This design comes from an exercise in tuning for small area and a short achievable clock period on the open sky130 flow, not from production work.
The RTL was checked by simulation tests, not by an equivalence proof against the original design.
Power figures rest on the tool's default switching activity, not on a simulated workload.

## flow/design.v (module list and top-level ports; edited modules follow where they fit)
// module march_pix_fifo: 54 lines
// module rm_fa: 10 lines
// module rm_ha: 9 lines
// module rm_booth: 16 lines
// module rm_madd: 1391 lines
// module ray_march_step: 144 lines
module ray_march_step #(
    parameter int MAX_ITER      = 64,
    parameter int MAX_DEPTH_INT = 16,
    parameter int FIFO_DEPTH    = 4
) (
    input  logic              clk,
    input  logic              rst_n,
    input  logic              in_valid,
    input  logic [479:0]      data_in,
    output logic              loop_valid,
    output logic [479:0]      loop_out,
    output logic              pix_valid,
    output logic [15:0]       pix_addr,
    output logic              pix_hit,
    output logic [7:0]        pix_steps,
    output logic [31:0]       pix_depth,
    input  logic              pix_ready,
    output logic              fifo_overflow
);
  // ...
==> flow/flow/run.sh <==
#!/bin/bash
# The standard layout, with plain buffers on the ports in place of the
# default delay-cell buffers. make's full output goes to standard_flow.log;
# each ORFS step also keeps its own log under orfs/logs/.
set -euo pipefail
bash standard.sh 'BUFFER_PORTS_ARGS=-buffer_cell sky130_fd_sc_hd__buf_1' finish > standard_flow.log 2>&1
==> flow/standard.sh <==
#!/bin/bash
# synth_recipe.tcl (not shown) runs the flow's synth.tcl, then flattens the netlist and writes it again
# the make line also repeats each setting of config.mk as NAME=value (left out here)
make -C /OpenROAD-flow-scripts/flow DESIGN_CONFIG=/design/flow/config.mk WORK_HOME=/design/flow/orfs CLKGATE_MAP_FILE= SYNTH_SCRIPT=/design/flow/synth_recipe.tcl "${@:-finish}"
==> flow/config.mk <==
export PLATFORM = sky130hd
export DESIGN_NAME = ray_march_step
export DESIGN_NICKNAME = ray_march_step
export VERILOG_FILES = /design/flow/design.v
export SDC_FILE = /design/flow/constraint.sdc
export NUM_CORES = 4
export LEC_CHECK = 0
export CAP_MARGIN = 20
export CORE_MARGIN = 2
export CORE_UTILIZATION = 45
export CTS_CLUSTER_DIAMETER = 100
export CTS_CLUSTER_SIZE = 20
export PLACE_DENSITY = 0.6
export SETUP_SLACK_MARGIN = 5
export SLEW_MARGIN = 20
export SYNTH_HIERARCHICAL = 1
export SYNTH_MINIMUM_KEEP_SIZE = 0
==> flow/constraint.sdc <==
create_clock -name core_clock -period 8.5 [get_ports {clk}]
set_input_delay 1.7000 -clock core_clock [delete_from_list [all_inputs] [get_ports {clk}]]
set_output_delay 1.7000 -clock core_clock [all_outputs]
set_load 0.01 [all_outputs]
==> qor.txt, run 1 <==
area of the multi-input gates - 0.06440 mm²
GR peak layer - met2
1st-pass router iterations - 8
Cell Area, Synth - 0.1035 mm²
Setup WS post-layout - 4.726 ns
Slew headroom - 29.50%
met1 track utilization from global routing - 40.60%
Seq cells - 1607
multiplexer share of the synthesized area - 0.1488%
Avg Cell Area, Syn - 11.51 µm²
Critical Path Source Type - flop
Chip Height - 483.5 µm
Final period util - 44.40%
most common cell in the netlist - xnor2_1
Slew @ Worst Pin - 1.055 ns
setup TNS - 0 ns
CP startpoint - u_mz.r[39]
post-synth top area share - 23.71%
proportion of synthesized chip area in sequential cells - 34.60%
wire length per cell - 33.25 µm
CP Class - flop to flop
main power-consuming group - combinational cells
Vias - 79480
Mapped Cells - 8988
status - timing/DRC/antenna clean
dpl ws - 3.646 ns
RSZ-0062 raised after global routing - yes
Worst setup endpoint - r3_pz[24]
==> module ray_march_step, before the edit <==
module ray_march_step #(
    parameter int MAX_ITER      = 64,
    parameter int MAX_DEPTH_INT = 16,
    parameter int FIFO_DEPTH    = 4
) (
    input  logic              clk,
    input  logic              rst_n,
    input  logic              in_valid,
    input  logic [479:0]      data_in,
    output logic              loop_valid,
    output logic [479:0]      loop_out,
    output logic              pix_valid,
    output logic [15:0]       pix_addr,
    output logic              pix_hit,
    output logic [7:0]        pix_steps,
    output logic [31:0]       pix_depth,
    input  logic              pix_ready,
    output logic              fifo_overflow
);
    localparam logic [31:0] DEPTH_LIMIT = 32'(MAX_DEPTH_INT) << 16;
    localparam logic [7:0]  ITER_LIMIT  = 8'(MAX_ITER);
    logic        r1_valid;
    logic [15:0] r1_addr;
    logic [7:0]  r1_iter;
    logic [31:0] r1_px, r1_py, r1_pz, r1_dx, r1_dy, r1_dz;
    logic [31:0] r1_mdepth, r1_logd, r1_eps;
    logic [15:0] r1_one, r1_two;
    logic [14:0] r1_neg;
    logic [15:0] in_one, in_two;
    logic [14:0] in_neg;
    rm_booth u_enc (
        .d   (data_in[63] ? 31'd0 : data_in[62:32]),
        .one (in_one),
        .two (in_two),
        .neg (in_neg)
    );
    always_ff @(posedge clk or negedge rst_n) begin
        if (!rst_n) r1_valid <= 1'b0;
        else        r1_valid <= in_valid;
    end
    always_ff @(posedge clk) begin
        r1_addr   <= data_in[479:464];
        r1_iter   <= data_in[463:456];
        r1_px     <= data_in[447:416];
        r1_py     <= data_in[415:384];
        r1_pz     <= data_in[383:352];
        r1_dx     <= data_in[351:320];
        r1_dy     <= data_in[319:288];
        r1_dz     <= data_in[287:256];
        r1_mdepth <= data_in[95:64];
        r1_logd   <= data_in[63:32];
        r1_eps    <= data_in[31:0];
        r1_one    <= in_one;
        r1_two    <= in_two;
        r1_neg    <= in_neg;
    end
    logic [31:0] s1_sum, s1_depth;
    logic [7:0]  s1_iter;
    logic        s1_hit, s1_term;
    always_comb begin
        s1_sum   = r1_mdepth + r1_logd;
        if (r1_logd[31]) begin
            s1_hit   = $signed(r1_eps) > 0;
            s1_depth = r1_mdepth;
        end else begin
            s1_hit   = $signed(r1_logd) < $signed(r1_eps);
            s1_depth = (!r1_mdepth[31] && s1_sum[31]) ? 32'h7fff_ffff : s1_sum;
        end
        s1_iter  = r1_iter + 8'd1;
        s1_term  = s1_hit || ($signed(s1_depth) >= $signed(DEPTH_LIMIT)) || (s1_iter == ITER_LIMIT);
    end
    logic [31:0] s2_px, s2_py, s2_pz;
    rm_madd u_mx (.clk(clk), .a(r1_dx), .p(r1_px), .one(r1_one), .two(r1_two), .neg(r1_neg), .y(s2_px));
    rm_madd u_my (.clk(clk), .a(r1_dy), .p(r1_py), .one(r1_one), .two(r1_two), .neg(r1_neg), .y(s2_py));
    rm_madd u_mz (.clk(clk), .a(r1_dz), .p(r1_pz), .one(r1_one), .two(r1_two), .neg(r1_neg), .y(s2_pz));
    logic        r2_valid, r2_term, r2_hit;
    logic [15:0] r2_addr;
    logic [7:0]  r2_iter;
    logic [31:0] r2_depth, r2_dx, r2_dy, r2_dz, r2_logd, r2_eps;
    always_ff @(posedge clk or negedge rst_n) begin
        if (!rst_n) r2_valid <= 1'b0;
        else        r2_valid <= r1_valid;
    end
    always_ff @(posedge clk) begin
        r2_term  <= s1_term;
        r2_hit   <= s1_hit;
        r2_addr  <= r1_addr;
        r2_iter  <= s1_iter;
        r2_depth <= s1_depth;
        r2_dx    <= r1_dx;
        r2_dy    <= r1_dy;
        r2_dz    <= r1_dz;
        r2_logd  <= r1_logd;
        r2_eps   <= r1_eps;
    end
    logic cont_s, wr_en_s;
    assign cont_s  = r2_valid && !r2_term;
    assign wr_en_s = r2_valid && r2_term;
    logic [15:0] r3_addr;
    logic [7:0]  r3_iter;
    logic [31:0] r3_px, r3_py, r3_pz, r3_dx, r3_dy, r3_dz, r3_depth, r3_logd, r3_eps;
    always_ff @(posedge clk or negedge rst_n) begin
        if (!rst_n) begin
            loop_valid <= 1'b0;
            r3_addr    <= '0;
            r3_iter    <= '0;
            r3_px      <= '0;
            r3_py      <= '0;
            r3_pz      <= '0;
            r3_dx      <= '0;
            r3_dy      <= '0;
            r3_dz      <= '0;
            r3_depth   <= '0;
            r3_logd    <= '0;
            r3_eps     <= '0;
        end else begin
            loop_valid <= cont_s;
            r3_addr    <= cont_s ? r2_addr  : '0;
            r3_iter    <= cont_s ? r2_iter  : '0;
            r3_px      <= cont_s ? s2_px    : '0;
            r3_py      <= cont_s ? s2_py    : '0;
            r3_pz      <= cont_s ? s2_pz    : '0;
            r3_dx      <= cont_s ? r2_dx    : '0;
            r3_dy      <= cont_s ? r2_dy    : '0;
            r3_dz      <= cont_s ? r2_dz    : '0;
            r3_depth   <= cont_s ? r2_depth : '0;
            r3_logd    <= cont_s ? r2_logd  : '0;
            r3_eps     <= cont_s ? r2_eps   : '0;
        end
    end
    assign loop_out = {r3_addr, r3_iter, 8'd0, r3_px, r3_py, r3_pz, r3_dx, r3_dy, r3_dz,
                       r3_px, r3_py, r3_pz, 32'd0, 15'd0, loop_valid, 16'd0,
                       r3_depth, r3_logd, r3_eps};
    march_pix_fifo u_fifo (
        .clk      (clk),
        .rst_n    (rst_n),
        .wr_en    (wr_en_s),
        .wr_data  ({r2_addr, r2_hit, r2_iter, r2_depth}),
        .rd_ready (pix_ready),
        .rd_valid (pix_valid),
        .rd_data  ({pix_addr, pix_hit, pix_steps, pix_depth}),
        .overflow (fifo_overflow)
    );
endmodule
==> run 2, diff against run 1 <==
--- a/flow/design.v
+++ b/flow/design.v
@@ -1473,23 +1473,279 @@
     wire bs913, bc913;
     rm_fa u_bs913 (.a(r[151]), .b(r[152]), .c(r[153]), .s(bs913), .co(bc913));
     wire bs914, bc914;
     rm_fa u_bs914 (.a(r[154]), .b(bc911), .c(bs913), .s(bs914), .co(bc914));
     wire bs915, bc915;
     rm_fa u_bs915 (.a(r[155]), .b(r[156]), .c(r[157]), .s(bs915), .co(bc915));
     wire bs916, bc916;
     rm_fa u_bs916 (.a(r[158]), .b(bc913), .c(bs915), .s(bs916), .co(bc916));
-    wire [15:0] la = {r[29], r[27], r[25], r[23], r[21], r[19], r[17], r[15], r[13], r[11], r[10], r[7], r[5], r[3], r[2], r[0]};
-    wire [15:0] lb = {r[30], r[28], r[26], r[24], r[22], r[20], r[18], r[16], r[14], r[12], r[9], r[8], r[6], r[4], 1'b0, r[1]};
-    wire [16:0] lsum = {1'b0, la} + {1'b0, lb};
-    wire [32:0] ra = {bc914, bc912, bc910, bc908, bc906, bc904, bc902, bc900, bc898, bc896, bc894, bc892, bc890, bc888, bc886, bc884, bc882, bc880, bc878, bc876, bc874, bc872, bc870, bc868, bc866, bc864, bc862, bc860, bc858, bc856, bs855, r[34], lsum[16]};
-    wire [32:0] rb = {bs916, bs914, bs912, bs910, bs908, bs906, bs904, bs902, bs900, bs898, bs896, bs894, bs892, bs890, bs888, bs886, bs884, bs882, bs880, bs878, bs876, bs874, bs872, bs870, bs868, bs866, bs864, bs862, bs860, bs858, bs856, bs854, lsum[16]};
-    wire [32:0] sum = ra + rb;
-    assign y = sum[32:1];
+    wire [47:0] ra = {bc914, bc912, bc910, bc908, bc906, bc904, bc902, bc900, bc898, bc896, bc894, bc892, bc890, bc888, bc886, bc884, bc882, bc880, bc878, bc876, bc874, bc872, bc870, bc868, bc866, bc864, bc862, bc860, bc858, bc856, bs855, r[34], r[29], r[27], r[25], r[23], r[21], r[19], r[17], r[15], r[13], r[11], r[10], r[7], r[5], r[3], r[2], r[0]};
+    wire [47:0] rb = {bs916, bs914, bs912, bs910, bs908, bs906, bs904, bs902, bs900, bs898, bs896, bs894, bs892, bs890, bs888, bs886, bs884, bs882, bs880, bs878, bs876, bs874, bs872, bs870, bs868, bs866, bs864, bs862, bs860, bs858, bs856, bs854, r[30], r[28], r[26], r[24], r[22], r[20], r[18], r[16], r[14], r[12], r[9], r[8], r[6], r[4], 1'b0, r[1]};
+    wire [47:0] pp = ra ^ rb;
+    wire [47:0] gg = ra & rb;
+    wire kg0 = gg[1] | (pp[1] & gg[0]);
+    wire kp0 = pp[1] & pp[0];
+    wire kg1 = gg[3] | (pp[3] & gg[2]);
+    wire kp1 = pp[3] & pp[2];
+    wire kg2 = gg[5] | (pp[5] & gg[4]);
+    wire kp2 = pp[5] & pp[4];
+    wire kg3 = gg[7] | (pp[7] & gg[6]);
+    wire kp3 = pp[7] & pp[6];
+    wire kg4 = gg[9] | (pp[9] & gg[8]);
+    wire kp4 = pp[9] & pp[8];
+    wire kg5 = gg[11] | (pp[11] & gg[10]);
+    wire kp5 = pp[11] & pp[10];
+    wire kg6 = gg[13] | (pp[13] & gg[12]);
+    wire kp6 = pp[13] & pp[12];
+    wire kg7 = gg[15] | (pp[15] & gg[14]);
+    wire kp7 = pp[15] & pp[14];
+    wire kg8 = gg[17] | (pp[17] & gg[16]);
+    wire kp8 = pp[17] & pp[16];
+    wire kg9 = gg[19] | (pp[19] & gg[18]);
+    wire kp9 = pp[19] & pp[18];
+    wire kg10 = gg[21] | (pp[21] & gg[20]);
+    wire kp10 = pp[21] & pp[20];
+    wire kg11 = gg[23] | (pp[23] & gg[22]);
+    wire kp11 = pp[23] & pp[22];
+    wire kg12 = gg[25] | (pp[25] & gg[24]);
+    wire kp12 = pp[25] & pp[24];
+    wire kg13 = gg[27] | (pp[27] & gg[26]);
+    wire kp13 = pp[27] & pp[26];
+    wire kg14 = gg[29] | (pp[29] & gg[28]);
+    wire kp14 = pp[29] & pp[28];
+    wire kg15 = gg[31] | (pp[31] & gg[30]);
+    wire kp15 = pp[31] & pp[30];
+    wire kg16 = gg[33] | (pp[33] & gg[32]);
+    wire kp16 = pp[33] & pp[32];
+    wire kg17 = gg[35] | (pp[35] & gg[34]);
+    wire kp17 = pp[35] & pp[34];
+    wire kg18 = gg[37] | (pp[37] & gg[36]);
+    wire kp18 = pp[37] & pp[36];
+    wire kg19 = gg[39] | (pp[39] & gg[38]);
+    wire kp19 = pp[39] & pp[38];
+    wire kg20 = gg[41] | (pp[41] & gg[40]);
+    wire kp20 = pp[41] & pp[40];
+    wire kg21 = gg[43] | (pp[43] & gg[42]);
+    wire kp21 = pp[43] & pp[42];
+    wire kg22 = gg[45] | (pp[45] & gg[44]);
+    wire kp22 = pp[45] & pp[44];
+    wire kg23 = gg[47] | (pp[47] & gg[46]);
+    wire kp23 = pp[47] & pp[46];
+    wire kg24 = gg[2] | (pp[2] & kg0);
+    wire kp24 = pp[2] & kp0;
+    wire kg25 = kg1 | (kp1 & kg0);
+    wire kp25 = kp1 & kp0;
+    wire kg26 = gg[6] | (pp[6] & kg2);
+    wire kp26 = pp[6] & kp2;
+    wire kg27 = kg3 | (kp3 & kg2);
+    wire kp27 = kp3 & kp2;
+    wire kg28 = gg[10] | (pp[10] & kg4);
+    wire kp28 = pp[10] & kp4;
+    wire kg29 = kg5 | (kp5 & kg4);
+    wire kp29 = kp5 & kp4;
+    wire kg30 = gg[14] | (pp[14] & kg6);
+    wire kp30 = pp[14] & kp6;
+    wire kg31 = kg7 | (kp7 & kg6);
+    wire kp31 = kp7 & kp6;
+    wire kg32 = gg[18] | (pp[18] & kg8);
+    wire kp32 = pp[18] & kp8;
+    wire kg33 = kg9 | (kp9 & kg8);
+    wire kp33 = kp9 & kp8;
+    wire kg34 = gg[22] | (pp[22] & kg10);
+    wire kp34 = pp[22] & kp10;
+    wire kg35 = kg11 | (kp11 & kg10);
+    wire kp35 = kp11 & kp10;
+    wire kg36 = gg[26] | (pp[26] & kg12);
+    wire kp36 = pp[26] & kp12;
+    wire kg37 = kg13 | (kp13 & kg12);
+    wire kp37 = kp13 & kp12;
+    wire kg38 = gg[30] | (pp[30] & kg14);
+    wire kp38 = pp[30] & kp14;
+    wire kg39 = kg15 | (kp15 & kg14);
+    wire kp39 = kp15 & kp14;
+    wire kg40 = gg[34] | (pp[34] & kg16);
+    wire kp40 = pp[34] & kp16;
+    wire kg41 = kg17 | (kp17 & kg16);
+    wire kp41 = kp17 & kp16;
+    wire kg42 = gg[38] | (pp[38] & kg18);
+    wire kp42 = pp[38] & kp18;
+    wire kg43 = kg19 | (kp19 & kg18);
+    wire kp43 = kp19 & kp18;
+    wire kg44 = gg[42] | (pp[42] & kg20);
+    wire kp44 = pp[42] & kp20;
+    wire kg45 = kg21 | (kp21 & kg20);
+    wire kp45 = kp21 & kp20;
+    wire kg46 = gg[46] | (pp[46] & kg22);
+    wire kp46 = pp[46] & kp22;
+    wire kg47 = kg23 | (kp23 & kg22);
+    wire kp47 = kp23 & kp22;
+    wire kg48 = gg[4] | (pp[4] & kg25);
+    wire kp48 = pp[4] & kp25;
+    wire kg49 = kg2 | (kp2 & kg25);
+    wire kp49 = kp2 & kp25;
+    wire kg50 = kg26 | (kp26 & kg25);
+    wire kp50 = kp26 & kp25;
+    wire kg51 = kg27 | (kp27 & kg25);
+    wire kp51 = kp27 & kp25;
+    wire kg52 = gg[12] | (pp[12] & kg29);
+    wire kp52 = pp[12] & kp29;
+    wire kg53 = kg6 | (kp6 & kg29);
+    wire kp53 = kp6 & kp29;
+    wire kg54 = kg30 | (kp30 & kg29);
+    wire kp54 = kp30 & kp29;
+    wire kg55 = kg31 | (kp31 & kg29);
+    wire kp55 = kp31 & kp29;
+    wire kg56 = gg[20] | (pp[20] & kg33);
+    wire kp56 = pp[20] & kp33;
+    wire kg57 = kg10 | (kp10 & kg33);
+    wire kp57 = kp10 & kp33;
+    wire kg58 = kg34 | (kp34 & kg33);
+    wire kp58 = kp34 & kp33;
+    wire kg59 = kg35 | (kp35 & kg33);
+    wire kp59 = kp35 & kp33;
+    wire kg60 = gg[28] | (pp[28] & kg37);
+    wire kp60 = pp[28] & kp37;
+    wire kg61 = kg14 | (kp14 & kg37);
+    wire kp61 = kp14 & kp37;
+    wire kg62 = kg38 | (kp38 & kg37);
+    wire kp62 = kp38 & kp37;
+    wire kg63 = kg39 | (kp39 & kg37);
+    wire kp63 = kp39 & kp37;
+    wire kg64 = gg[36] | (pp[36] & kg41);
+    wire kp64 = pp[36] & kp41;
+    wire kg65 = kg18 | (kp18 & kg41);
+    wire kp65 = kp18 & kp41;
+    wire kg66 = kg42 | (kp42 & kg41);
+    wire kp66 = kp42 & kp41;
+    wire kg67 = kg43 | (kp43 & kg41);
+    wire kp67 = kp43 & kp41;
+    wire kg68 = gg[44] | (pp[44] & kg45);
+    wire kp68 = pp[44] & kp45;
+    wire kg69 = kg22 | (kp22 & kg45);
+    wire kp69 = kp22 & kp45;
+    wire kg70 = kg46 | (kp46 & kg45);
+    wire kp70 = kp46 & kp45;
+    wire kg71 = kg47 | (kp47 & kg45);
+    wire kp71 = kp47 & kp45;
+    wire kg72 = gg[8] | (pp[8] & kg51);
+    wire kp72 = pp[8] & kp51;
+    wire kg73 = kg4 | (kp4 & kg51);
+    wire kp73 = kp4 & kp51;
+    wire kg74 = kg28 | (kp28 & kg51);
+    wire kp74 = kp28 & kp51;
+    wire kg75 = kg29 | (kp29 & kg51);
+    wire kp75 = kp29 & kp51;
+    wire kg76 = kg52 | (kp52 & kg51);
+    wire kp76 = kp52 & kp51;
+    wire kg77 = kg53 | (kp53 & kg51);
+    wire kp77 = kp53 & kp51;
+    wire kg78 = kg54 | (kp54 & kg51);
+    wire kp78 = kp54 & kp51;
+    wire kg79 = kg55 | (kp55 & kg51);
+    wire kp79 = kp55 & kp51;
+    wire kg80 = gg[24] | (pp[24] & kg59);
+    wire kp80 = pp[24] & kp59;
+    wire kg81 = kg12 | (kp12 & kg59);
+    wire kp81 = kp12 & kp59;
+    wire kg82 = kg36 | (kp36 & kg59);
+    wire kp82 = kp36 & kp59;
+    wire kg83 = kg37 | (kp37 & kg59);
+    wire kp83 = kp37 & kp59;
+    wire kg84 = kg60 | (kp60 & kg59);
+    wire kp84 = kp60 & kp59;
+    wire kg85 = kg61 | (kp61 & kg59);
+    wire kp85 = kp61 & kp59;
+    wire kg86 = kg62 | (kp62 & kg59);
+    wire kp86 = kp62 & kp59;
+    wire kg87 = kg63 | (kp63 & kg59);
+    wire kp87 = kp63 & kp59;
+    wire kg88 = gg[40] | (pp[40] & kg67);
+    wire kp88 = pp[40] & kp67;
+    wire kg89 = kg20 | (kp20 & kg67);
+    wire kp89 = kp20 & kp67;
+    wire kg90 = kg44 | (kp44 & kg67);
+    wire kp90 = kp44 & kp67;
+    wire kg91 = kg45 | (kp45 & kg67);
+    wire kp91 = kp45 & kp67;
+    wire kg92 = kg68 | (kp68 & kg67);
+    wire kp92 = kp68 & kp67;
+    wire kg93 = kg69 | (kp69 & kg67);
+    wire kp93 = kp69 & kp67;
+    wire kg94 = kg70 | (kp70 & kg67);
+    wire kp94 = kp70 & kp67;
+    wire kg95 = kg71 | (kp71 & kg67);
+    wire kp95 = kp71 & kp67;
+    wire kg96 = gg[16] | (pp[16] & kg79);
+    wire kp96 = pp[16] & kp79;
+    wire kg97 = kg8 | (kp8 & kg79);
+    wire kp97 = kp8 & kp79;
+    wire kg98 = kg32 | (kp32 & kg79);
+    wire kp98 = kp32 & kp79;
+    wire kg99 = kg33 | (kp33 & kg79);
+    wire kp99 = kp33 & kp79;
+    wire kg100 = kg56 | (kp56 & kg79);
+    wire kp100 = kp56 & kp79;
+    wire kg101 = kg57 | (kp57 & kg79);
+    wire kp101 = kp57 & kp79;
+    wire kg102 = kg58 | (kp58 & kg79);
+    wire kp102 = kp58 & kp79;
+    wire kg103 = kg59 | (kp59 & kg79);
+    wire kp103 = kp59 & kp79;
+    wire kg104 = kg80 | (kp80 & kg79);
+    wire kp104 = kp80 & kp79;
+    wire kg105 = kg81 | (kp81 & kg79);
+    wire kp105 = kp81 & kp79;
+    wire kg106 = kg82 | (kp82 & kg79);
+    wire kp106 = kp82 & kp79;
+    wire kg107 = kg83 | (kp83 & kg79);
+    wire kp107 = kp83 & kp79;
+    wire kg108 = kg84 | (kp84 & kg79);
+    wire kp108 = kp84 & kp79;
+    wire kg109 = kg85 | (kp85 & kg79);
+    wire kp109 = kp85 & kp79;
+    wire kg110 = kg86 | (kp86 & kg79);
+    wire kp110 = kp86 & kp79;
+    wire kg111 = kg87 | (kp87 & kg79);
+    wire kp111 = kp87 & kp79;
+    wire kg112 = gg[32] | (pp[32] & kg111);
+    wire kp112 = pp[32] & kp111;
+    wire kg113 = kg16 | (kp16 & kg111);
+    wire kp113 = kp16 & kp111;
+    wire kg114 = kg40 | (kp40 & kg111);
+    wire kp114 = kp40 & kp111;
+    wire kg115 = kg41 | (kp41 & kg111);
+    wire kp115 = kp41 & kp111;
+    wire kg116 = kg64 | (kp64 & kg111);
+    wire kp116 = kp64 & kp111;
+    wire kg117 = kg65 | (kp65 & kg111);
+    wire kp117 = kp65 & kp111;
+    wire kg118 = kg66 | (kp66 & kg111);
+    wire kp118 = kp66 & kp111;
+    wire kg119 = kg67 | (kp67 & kg111);
+    wire kp119 = kp67 & kp111;
+    wire kg120 = kg88 | (kp88 & kg111);
+    wire kp120 = kp88 & kp111;
+    wire kg121 = kg89 | (kp89 & kg111);
+    wire kp121 = kp89 & kp111;
+    wire kg122 = kg90 | (kp90 & kg111);
+    wire kp122 = kp90 & kp111;
+    wire kg123 = kg91 | (kp91 & kg111);
+    wire kp123 = kp91 & kp111;
+    wire kg124 = kg92 | (kp92 & kg111);
+    wire kp124 = kp92 & kp111;
+    wire kg125 = kg93 | (kp93 & kg111);
+    wire kp125 = kp93 & kp111;
+    wire kg126 = kg94 | (kp94 & kg111);
+    wire kp126 = kp94 & kp111;
+    wire kg127 = kg95 | (kp95 & kg111);
+    wire kp127 = kp95 & kp111;
+    wire [47:0] cc = {kg126, kg125, kg124, kg123, kg122, kg121, kg120, kg119, kg118, kg117, kg116, kg115, kg114, kg113, kg112, kg111, kg110, kg109, kg108, kg107, kg106, kg105, kg104, kg103, kg102, kg101, kg100, kg99, kg98, kg97, kg96, kg79, kg78, kg77, kg76, kg75, kg74, kg73, kg72, kg51, kg50, kg49, kg48, kg25, kg24, kg0, gg[0], 1'b0};
+    wire [47:0] sum = pp ^ cc;
+    assign y = sum[47:16];
 endmodule
 module ray_march_step #(
     parameter int MAX_ITER      = 64,
     parameter int MAX_DEPTH_INT = 16,
     parameter int FIFO_DEPTH    = 4
 ) (
     input  logic              clk,
     input  logic              rst_n,
@@ -1509,16 +1765,17 @@
     localparam logic [7:0]  ITER_LIMIT  = 8'(MAX_ITER);
     logic        r1_valid;
     logic [15:0] r1_addr;
     logic [7:0]  r1_iter;
     logic [31:0] r1_px, r1_py, r1_pz, r1_dx, r1_dy, r1_dz;
     logic [31:0] r1_mdepth, r1_logd, r1_eps;
     logic [15:0] r1_one, r1_two;
     logic [14:0] r1_neg;
+    always_comb for (int i = 0; i < 15; i++) r1_neg[i] = r1_logd[2*i+1];
     logic [15:0] in_one, in_two;
     logic [14:0] in_neg;
     rm_booth u_enc (
         .d   (data_in[63] ? 31'd0 : data_in[62:32]),
         .one (in_one),
         .two (in_two),
         .neg (in_neg)
     );
@@ -1535,17 +1792,16 @@
         r1_dx     <= data_in[351:320];
         r1_dy     <= data_in[319:288];
         r1_dz     <= data_in[287:256];
         r1_mdepth <= data_in[95:64];
         r1_logd   <= data_in[63:32];
         r1_eps    <= data_in[31:0];
         r1_one    <= in_one;
         r1_two    <= in_two;
-        r1_neg    <= in_neg;
     end
     logic [31:0] s1_sum, s1_depth;
     logic [7:0]  s1_iter;
     logic        s1_hit, s1_term;
     always_comb begin
         s1_sum   = r1_mdepth + r1_logd;
         if (r1_logd[31]) begin
             s1_hit   = $signed(r1_eps) > 0;
==> run 2 against run 1 <==
- largest power group unchanged
- area after synthesis shrank 2.1%
- highest routed layer unchanged
- still clean
- clock skew grew 0.016 ns
- design area shrank 1.7%
==> qor.txt, run 2 <==
Chip Height - 478.5 µm (was 483.5 µm)
Final nets - 11080 (was 11390)
TritonCTS clock tree - done (unchanged)
FF/Latch Area - 0.03575 mm² (was 0.03605 mm²)
cts bufs inserted - 100 (was 103)
final setup vio count - 0 (unchanged)
initial antenna violation count - 64 (was 37)
Slew @ Worst Pin - 1.078 ns (was 1.055 ns)
clk_skew - 0.08314 ns (was 0.06688 ns)
Synthesis Warnings - 10 (unchanged)
Setup WS post-layout - 4.439 ns (was 4.726 ns)
H-tree depth - 3 (unchanged)
DRC Markers - 0 (unchanged)
Final period util - 47.77% (was 44.40%)
Die Area - 0.2290 mm² (was 0.2337 mm²)
CTS Buffer Depth - 3 (unchanged)
Critical Path Source Type - flop (unchanged)
crit-path max cell delay - 0.60 ns (was 0.62 ns)
Clock Latency Late Sink - 0.87 ns (was 0.86 ns)
vias per std cell - 6.374 (was 6.365)
area grow syn2layout - 13.87% (was 13.51%)
Final Core Density - 51.46% (was 51.23%)
Core Rows - 174 (was 176)
Power, Total - 49.71 mW (was 55.35 mW)
LEAKAGE - 44.12 nW (was 45.03 nW)
Reg clk slew, reported paths - 0.08 ns (was 0.09 ns)
WP data required - 9.27 ns (was 9.25 ns)
commonest non-fill, non-tap cell in the layout - xnor2_1 (unchanged)
Pwr Density - 430.8 mW/mm² (was 471.4 mW/mm²)
layout cells sized above 1 - 9.966% (was 10.39%)
R2R cell count - 12 (unchanged)
All-Layer GR Usage - 34.72% (was 33.75%)
Detail Route Antenna Nets - 0 (unchanged)
area of the multi-input gates - 0.06245 mm² (was 0.06440 mm²)
Worst Path Max Fanout - 3 (was 4)
Hold Path Cell Cnt - 0 (unchanged)
Crit-path slowest cell - or4_4 (was fa_2)
Slew headroom - 28.11% (was 29.50%)
vias in the first global route - 79340 (was 82040)
CTS Root Cell - clkbuf_16 (unchanged)
Peak supply drop - 0.0004279 V (was 0.0005861 V)
1st-pass router iterations - 14 (was 8)
hold path start - r1_addr[3] (was r1_addr[7])
fin. max-slew vios - 0 (unchanged)
core area - 0.2242 mm² (was 0.2292 mm²)
status - timing/DRC/antenna clean (unchanged)
Worst Hold Class - flop to flop (unchanged)
Hold EP - r2_addr[3] (was r2_addr[7])
setup TNS - 0 ns (unchanged)
max reg flops - 171 (unchanged)
dpl ws - 3.734 ns (was 3.646 ns)
clock sink count - 1592 (was 1607)
Mapped Cells - 8607 (was 8988)
IO Count - 1024 (unchanged)
number of buffers inserted by hold repair at cts - 0 (unchanged)
fillcell total - 19450 (was 20070)
port buffer count - 784 (unchanged)
CP Capture Type - flop (unchanged)
RSZ-0062 raised after global routing - yes (unchanged)
Die W - 478.5 µm (was 483.5 µm)
crit-path cells - fa_1 > fa_2 > ha_4 > nand4_1 > or4_4 > a211oi_4 > buf_12 > nor3_4 > o221a_4 > o21bai_4 > xor2_4 > and2_1 (was fa_1 > fa_2 > ha_4 > a21oi_4 > a21boi_1 > o21ai_1 > o211ai_1 > a221o_1 > nand2b_4 > a221o_1 > xor2_2 > and2_1)
Reg2Reg Setup Slack - 4.44 ns (was 4.73 ns)
global-route wire length before repair - 574100 µm (was 576400 µm)
Starting Density - 45.19% (was 45.13%)
Cell Area, Synth - 0.1013 mm² (was 0.1035 mm²)
most frequent cells in the layout - xnor2_1, a22oi_1, fa_1, dfxtp_1, buf_1 (unchanged)
final hold vios - 0 (unchanged)
Peak Freq - 0.2463 GHz (was 0.2649 GHz)
wire length per cell - 34.11 µm (was 33.25 µm)
Vias - 77340 (was 79480)
gr ovfl total - 0 (unchanged)
max-cap violations - 0 (unchanged)
hpwl dp - 234200 µm (was 230700 µm)
Critical R2R Launch - u_mz.r[49] (was u_mz.r[39])
fin crit period - 4.061 ns (was 3.774 ns)
Avg Cell Area, Syn - 11.77 µm² (was 11.51 µm²)
Top reg by flops - u_fifo.ring_r (unchanged)
DRT iter0 DRCs - 11270 (was 11100)
FF-to-FF End - r3_pz[28] (was r3_pz[24])
DRT Wirelength - 413900 µm (was 415200 µm)
largest net degree at the start of global routing - 160 (was 170)
arrival time at the worst endpoint - 4.83 ns (was 4.52 ns)
CP Class - flop to flop (unchanged)
global placement routability congestion - 0.9009 (was 0.8935)
run 2: layout make-up:
| cell class | instances | share of cell area (%) |
|---|---|---|
| Antenna cell | 21 | 0.04554 |
| Inverter | 155 | 0.5042 |
| Clock buffer | 158 | 2.456 |
| Multi-Input combinational cell | 5932 | 54.13 |
| Timing Repair Buffer | 1253 | 8.223 |
| Tap cell | 2992 | 3.244 |
| Sequential cell | 1592 | 30.98 |
| Clock inverter | 31 | 0.4196 |
run 2: how the worst max path moves through the flow:
stage | startpoint | endpoint | slack, ns | depth (start not counted)
global placement | u_mz.r[43] | r3_pz[31] | 3.76 | 12
floorplan | pix_ready | u_fifo.ring_r[0] | 4.54 | 3
global route | u_mz.r[49] | r3_pz[28] | 4.36 | 12
detailed placement | u_mz.r[39] | r3_pz[31] | 3.73 | 12
finish | u_mz.r[49] | r3_pz[28] | 4.44 | 12
CTS | u_mx.r[49] | r3_px[29] | 4.69 | 13
run 2: worst max-delay path: cells and delay by family (launching register included):
kind	cells	cell delay (ns)
XOR/XNOR	1	0.43
buffers and inverters	1	0.16
AND/OR/NAND/NOR	4	0.98
AO/OA/AOI/OAI	3	0.75
adder cells (fa/ha/maj)	3	1.34
flip-flops	1	0.33
run 2: repair_timing:
item,CTS,global route
pin swaps,80,67
gates cloned,23,20
buffers inserted,173,63
gates resized for setup,365,163
setup endpoints to repair,478,177
run 2: metrics by stage:
stage	cells	instance area, µm²	hold WS (ns)
after floorplan	8677	101700	0.3096
after global placement	11650	105600	0.3141
after detailed placement	11650	105600	0.3121
after CTS	12030	113500	0.3328
after global routing	12120	115400	0.3453
final	12130	115400	0.3277
run 2: report_power, final:
group	leakage (nW)	switching, mW	total [mW]	internal [mW]
Clock	1.57	2.90	5.32	2.42
Combinational	27.0	18.5	33.7	15.2
Sequential	15.5	1.04	10.7	9.64
run 2: per-layer routing:
| layer | GRT usage [%] | part of all wire (%) | vias up |
|---|---|---|---|
| met4 | 21.60 | 8.3 | 56 |
| met1 | 42.27 | 35 | 38620 |
| met3 | 12.11 | 13 | 2062 |
| met5 | 0.3728 | 0.12 | - |
| met2 | 52.68 | 43 | 6558 |
| li1 | - | - | 30050 |

[port drivers added, routing unchanged]
In the flow no input, the clock included, has a driving cell. The finished layouts below were timed again as built, in two steps. Step 1: set_driving_cell puts a clkbuf_16 on clk and a buf_2 on each other input, an assumption about the parent block. Step 2 times the ports against the registers' clock, not the clock port: input delays grow and output delays shrink by t, the midpoint of the rising clock arrivals with the driver on. Three values: ideal, step 1, step 2; two values: the first two.
| run | shift t [ns] | setup slack, ns | hold slack, ns | clock arrival spread, ns | cell pins on the clock port's net |
|---|---|---|---|---|---|
| run 1 | 0.917 | 4.726 / 4.726 / 4.247 | 0.332 / 0.332 / 0.332 | 0.080 / 0.080 | 1 |
| run 2 | 0.927 | 4.439 / 4.439 / 4.439 | 0.328 / 0.328 / 0.328 | 0.083 / 0.084 | 1 |
After both steps setup and hold are still met in every run listed. For run 1, which loses most, drivers alone change the setup slack by 0.000 ns; drivers and shift together by -0.479 ns.
